What follows belongs to an exercise in optimizing a design on an open flow for small area; a production flow would make more cautious choices. Function was checked by simulation only, so behaviour that the tests miss may differ from the original. Power figures rest on the tool's default switching activity, not on a simulated workload.

Setup of rev 12:
==> flow/design.v <==
`timescale 1ns/1ps
package dot_driver_pkg;
  localparam int FRAME_BITS   = 12;
  localparam int DRV_IDX_BITS = 3;
  localparam int ADDR_BITS    = 6;
  localparam int DOT_BITS     = 2;
  typedef logic [ADDR_BITS-1:0]    mem_addr_t;
  typedef logic [DOT_BITS-1:0]     dot_data_t;
  typedef logic [DRV_IDX_BITS-1:0] drv_idx_t;
  typedef logic [FRAME_BITS-1:0]   frame_t;
  typedef enum logic {
    WR_PATTERN = 1'b0,
    WR_CONFIG  = 1'b1
  } wr_cmd_e;
  typedef struct packed {
    wr_cmd_e   cmd;
    drv_idx_t  idx;
    mem_addr_t addr;
    dot_data_t data;
  } mem_write_t;
  typedef struct packed {
    logic      active;
    logic      bank;
    mem_addr_t addr;
  } scan_t;
  typedef enum logic {
    SEQ_IDLE,
    SEQ_SCAN
  } seq_state_e;
  function automatic mem_write_t frame_to_write(frame_t frame);
    frame_to_write = {frame[FRAME_BITS-1],
                      frame[FRAME_BITS-2 -: DRV_IDX_BITS],
                      frame[FRAME_BITS-2-DRV_IDX_BITS -: ADDR_BITS],
                      frame[DOT_BITS-1:0]};
  endfunction
endpackage
`timescale 1ns/1ps
`default_nettype none
module rd_aoi3 (
  input  logic [2:0] d_i,
  input  logic [2:0] s_i,
  output logic       y_no
);
  assign y_no = ~|(d_i & s_i);
endmodule
`default_nettype wire
`default_nettype none
module ins_mux2i (
  input  logic a_i,     
  input  logic b_i,     
  input  logic s_i,
  output logic y_no
);
  assign y_no = ~(s_i ? b_i : a_i);
endmodule
`default_nettype wire
`timescale 1ns/1ps
`default_nettype none
module dot_driver_top #(
  parameter int NUM_OF_DRIVERS = 8,
  parameter int MEM_LENGTH     = 48
) (
  input  logic                      user_clock2_i,
  input  logic                      arst_n_i,
  input  logic                      sclk_i,
  input  logic                      mosi_i,
  input  logic                      ss_n_i,
  input  logic                      latch_data_i,
  input  logic                      control_trigger_i,
  output logic [2*NUM_OF_DRIVERS-1:0] driver_io_o,   
  output logic                      update_done_o
);
  logic [2:0]  sclk_sync_q;
  logic [1:0]  mosi_sync_q;
  logic [1:0]  ss_n_sync_q;
  logic [3:0]  bit_cnt_q;
  logic [11:0] shift_q;
  logic        sclk_rise;
  logic        frame_done;
  logic        wr_valid_q;
  logic        wr_apply_q;
  always_ff @(posedge user_clock2_i or negedge arst_n_i) begin
    if (!arst_n_i) begin
      sclk_sync_q <= '0;
      ss_n_sync_q <= '1;
    end else begin
      sclk_sync_q <= {sclk_sync_q[1:0], sclk_i};
      ss_n_sync_q <= {ss_n_sync_q[0], ss_n_i};
    end
  end
  always_ff @(posedge user_clock2_i) begin
    mosi_sync_q <= {mosi_sync_q[0], mosi_i};
  end
  assign sclk_rise  = sclk_sync_q[1] && !sclk_sync_q[2];
  assign frame_done = sclk_rise && !ss_n_sync_q[1] && (bit_cnt_q == 4'd11);
  always_ff @(posedge user_clock2_i or negedge arst_n_i) begin
    if (!arst_n_i) begin
      bit_cnt_q <= '0;
    end else if (ss_n_sync_q[1]) begin
      bit_cnt_q <= '0;
    end else if (sclk_rise) begin
      bit_cnt_q <= (bit_cnt_q == 4'd11) ? 4'd0 : bit_cnt_q + 4'd1;
    end
  end
  always_ff @(posedge user_clock2_i) begin
    if (sclk_rise) shift_q <= {shift_q[10:0], mosi_sync_q[1]};
  end
  always_ff @(posedge user_clock2_i or negedge arst_n_i) begin
    if (!arst_n_i) begin
      wr_valid_q <= 1'b0;
      wr_apply_q <= 1'b0;
    end else begin
      wr_valid_q <= frame_done;
      wr_apply_q <= wr_valid_q;
    end
  end
  logic       bank_q;
  logic       done_q;
  logic       active_q;
  logic       k_h_q;
  logic [4:0] k_l_q;
  logic       t_h_q;
  logic [4:0] t_l_q;
  logic       lap0_q;
  logic       p_h_q;
  logic [4:0] p_l_q;
  logic       k_last;
  logic       req;
  logic       cfg_we;
  logic       f_a_h;
  logic [4:0] f_a_l;
  assign req    = wr_apply_q && !shift_q[11] && !(shift_q[7] && shift_q[6]);
  assign cfg_we = wr_apply_q && shift_q[11];
  assign f_a_h  = shift_q[7] || (shift_q[6] && shift_q[5]);
  assign f_a_l  = f_a_h ? 5'(shift_q[7:2] - 6'd24) : shift_q[6:2];
  always_ff @(posedge user_clock2_i or negedge arst_n_i) begin
    if (!arst_n_i) begin
      t_h_q  <= 1'b0;
      t_l_q  <= '0;
      lap0_q <= 1'b1;
    end else if (t_l_q == 5'd23) begin
      t_l_q  <= '0;
      t_h_q  <= ~t_h_q;
      lap0_q <= 1'b0;
    end else begin
      t_l_q <= t_l_q + 5'd1;
    end
  end
  always_ff @(posedge user_clock2_i or negedge arst_n_i) begin
    if (!arst_n_i) begin
      bank_q <= 1'b0;
    end else if (latch_data_i && !active_q) begin
      bank_q <= ~bank_q;
    end
  end
  assign k_last = k_h_q && (k_l_q == 5'd23);
  always_ff @(posedge user_clock2_i or negedge arst_n_i) begin
    if (!arst_n_i) begin
      active_q <= 1'b0;
      done_q   <= 1'b0;
    end else begin
      done_q <= active_q && k_last;
      if (!active_q) begin
        if (control_trigger_i && !done_q) active_q <= 1'b1;
      end else if (k_last) begin
        active_q <= 1'b0;
      end
    end
  end
  always_ff @(posedge user_clock2_i) begin
    if (!active_q || k_last) begin
      k_h_q <= 1'b0;
      k_l_q <= '0;
    end else if (k_l_q == 5'd23) begin
      k_h_q <= 1'b1;
      k_l_q <= '0;
    end else begin
      k_l_q <= k_l_q + 5'd1;
    end
  end
  always_ff @(posedge user_clock2_i) begin
    if (!active_q) begin
      p_h_q <= t_h_q;
      p_l_q <= t_l_q;
    end
  end
  logic       slot_v_q;
  logic [2:0] slot_core_q;
  logic       slot_bank_q;
  logic       slot_a_h_q;
  logic [4:0] slot_a_l_q;
  logic [1:0] slot_data_q;
  logic       match;
  logic       hit;
  assign match = slot_v_q && (slot_a_l_q == t_l_q);
  logic [1:0] ins_d;
  logic       ins47;
  logic       ins23;
  assign ins47 = match && (slot_a_h_q == t_h_q);
  assign ins23 = match && (slot_a_h_q != t_h_q);
  logic [1:0] ins_d_n;
  assign ins_d   = slot_data_q & {2{!lap0_q}};
  assign ins_d_n = ~ins_d;
  assign hit   = slot_v_q && (slot_bank_q == bank_q) &&
                 (slot_a_h_q == k_h_q) && (slot_a_l_q == k_l_q);
  always_ff @(posedge user_clock2_i or negedge arst_n_i) begin
    if (!arst_n_i)  slot_v_q <= 1'b0;
    else if (req)   slot_v_q <= 1'b1;
    else if (match) slot_v_q <= 1'b0;
  end
  always_ff @(posedge user_clock2_i) begin
    if (req) begin
      slot_core_q <= shift_q[10:8];
      slot_bank_q <= ~bank_q;
      slot_a_h_q  <= f_a_h;
      slot_a_l_q  <= f_a_l;
      slot_data_q <= shift_q[1:0];
    end
  end
  logic [MEM_LENGTH-1:0] psel;
  always_comb begin
    for (int ph = 0; ph < 2; ph++)
      for (int pl = 0; pl < 24; pl++)
        psel[ph*24 + pl] = (p_h_q == !ph[0]) && (p_l_q == 5'(23 - pl));
  end
  logic [1:0] ring_q   [NUM_OF_DRIVERS][2][MEM_LENGTH];
  logic       invert_q [NUM_OF_DRIVERS];
  logic [1:0] dout_q   [NUM_OF_DRIVERS];
  for (genvar c = 0; c < NUM_OF_DRIVERS; c++) begin : g_core
    logic       sel;
    logic [1:0] ins47_b;
    logic [1:0] ins23_b;
    logic [1:0] rd;
    logic [1:0] val;
    assign sel = (slot_core_q == 3'(c));
    for (genvar b = 0; b < 2; b++) begin : g_bank
      assign ins47_b[b] = lap0_q || (ins47 && sel && (slot_bank_q == b[0]));
      assign ins23_b[b] = lap0_q || (ins23 && sel && (slot_bank_q == b[0]));
      logic [1:0] d47_n;
      logic [1:0] d23_n;
      for (genvar j = 0; j < 2; j++) begin : g_ins
        ins_mux2i u_ins47 (
          .a_i  (ring_q[c][b][0][j]),
          .b_i  (ins_d[j]),
          .s_i  (ins47_b[b]),
          .y_no (d47_n[j])
        );
        ins_mux2i u_ins23 (
          .a_i  (ring_q[c][b][24][j]),
          .b_i  (ins_d_n[j]),
          .s_i  (ins23_b[b]),
          .y_no (d23_n[j])
        );
      end
      for (genvar p = 0; p < MEM_LENGTH; p++) begin : g_pos
        always_ff @(posedge user_clock2_i) begin
          if (p == 47) begin
            ring_q[c][b][p] <= d47_n;
          end else if (p == 23) begin
            ring_q[c][b][p] <= d23_n;
          end else begin
            ring_q[c][b][p] <= ring_q[c][b][p+1];
          end
        end
      end
    end
    for (genvar j = 0; j < 2; j++) begin : g_bit
      logic [1:0] rb;
      for (genvar b = 0; b < 2; b++) begin : g_rb
        logic [15:0] y_n;
        for (genvar g = 0; g < 16; g++) begin : g_grp
          rd_aoi3 u_aoi (
            .d_i  ({ring_q[c][b][3*g+2][j], ring_q[c][b][3*g+1][j], ring_q[c][b][3*g][j]}),
            .s_i  (psel[3*g +: 3]),
            .y_no (y_n[g])
          );
        end
        assign rb[b] = ~&y_n;
      end
      assign rd[j] = bank_q ? rb[1] : rb[0];
    end
    assign val = (hit && sel) ? slot_data_q : (rd ^ {2{!p_h_q}});
    always_ff @(posedge user_clock2_i or negedge arst_n_i) begin
      if (!arst_n_i)                       invert_q[c] <= 1'b0;
      else if (cfg_we && shift_q[10:8] == 3'(c)) invert_q[c] <= shift_q[0];
    end
    always_ff @(posedge user_clock2_i or negedge arst_n_i) begin
      if (!arst_n_i) dout_q[c] <= '0;
      else           dout_q[c] <= active_q ? (val ^ {2{invert_q[c]}}) : 2'b00;
    end
    assign driver_io_o[2*c +: 2] = dout_q[c];
  end
  assign update_done_o = done_q;
endmodule
`default_nettype wire
make LEC_CHECK=0 CAP_MARGIN=20 CORE_MARGIN=2 CORE_UTILIZATION=80 CTS_BUF_LIST=sky130_fd_sc_hd__clkbuf_16 CTS_CLUSTER_DIAMETER=80 CTS_CLUSTER_SIZE=30 PLACE_DENSITY=0.88 SLEW_MARGIN=20 SYNTH_HIERARCHICAL=1 finish   # period 10.0 ns
run.sh (not shown) runs the stock make flow with config.mk's settings and CLKGATE_MAP_FILE= SYNTH_SCRIPT=/design/flow/synth_recipe.tcl, a recipe that flattens the netlist after the stock synthesis.
Modified inputs, rev 13 compared to rev 12
-- flow/design.v --
<<< rev 12, line 53
);
  assign y_no = ~(s_i ? b_i : a_i);
endmodule
`default_nettype wire
>>> rev 13, line 53
);
  assign y_no = ~(s_i ? b_i : a_i);
endmodule
`default_nettype wire
`default_nettype none
module rd_nand4 (
  input  logic [3:0] y_ni,
  output logic       o_o
);
  assign o_o = ~&y_ni;
endmodule
`default_nettype wire
<<< rev 12, line 276
          );
        end
        assign rb[b] = ~&y_n;
      end
      assign rd[j] = bank_q ? rb[1] : rb[0];
>>> rev 13, line 284
          );
        end
        logic [3:0] o;
        for (genvar q = 0; q < 4; q++) begin : g_q
          rd_nand4 u_n4 (.y_ni (y_n[4*q +: 4]), .o_o (o[q]));
        end
        assign rb[b] = |o;
      end
      assign rd[j] = bank_q ? rb[1] : rb[0];
## What came out
Relative to rev 12, rev 13 improves final area. Filler-free cell count of the finished design, rev 13 vs rev 12: down by a few percent. Rev 13 closes out successfully: all stages finished, all timing, DRC and antenna checks passed. Delta (rev 13 minus rev 12): global-route usage now sits lower, share of the yosys chip area belonging to registers now sits higher, ratio of cells with drive above 1 in the final layout now sits lower, fraction of area in multi-input gates now sits lower, slack of the critical path now sits lower. Comparing rev 13 and rev 12, total length of routed wires is higher on rev 12. Final cycle utilization of the critical path ends up lower on rev 12. Against rev 12, gate count of the mapped netlist in rev 13 fell by a few percent. Rev 13 against rev 12: ratio of total power to cell area now sits lower, met2 track utilization from global routing fell 3.1 points, total power lost 3.7%.

afterwards: timing with drivers on the ports:
No port has a modelled driver above. Below, the same layouts with a new extraction and two added sets of constraints.
Step 1, drivers: a clkbuf_16 drives user_clock2_i and a buf_2 each remaining input, both assumed.
Step 2 also shifts input and output timing later by t, the mid clock arrival at the registers, as if the neighbouring blocks saw the same clock.
Three values: ideal, step 1, step 2; two values: the first two.
run | t (ns) | slack for setup (ns) | hold slack, ns | latest minus earliest clock arrival (ns) | worst data-port slew with drivers (ns)
rev 12 | 0.762 | 5.845 / 5.845 / 5.845 | 0.332 / 0.332 / 0.332 | 0.032 / 0.032 | 0.04
rev 13 | 0.754 | 5.234 / 5.234 / 5.234 | 0.321 / 0.321 / 0.321 | 0.045 / 0.044 | 0.06
After both steps setup and hold are still met in every run listed.
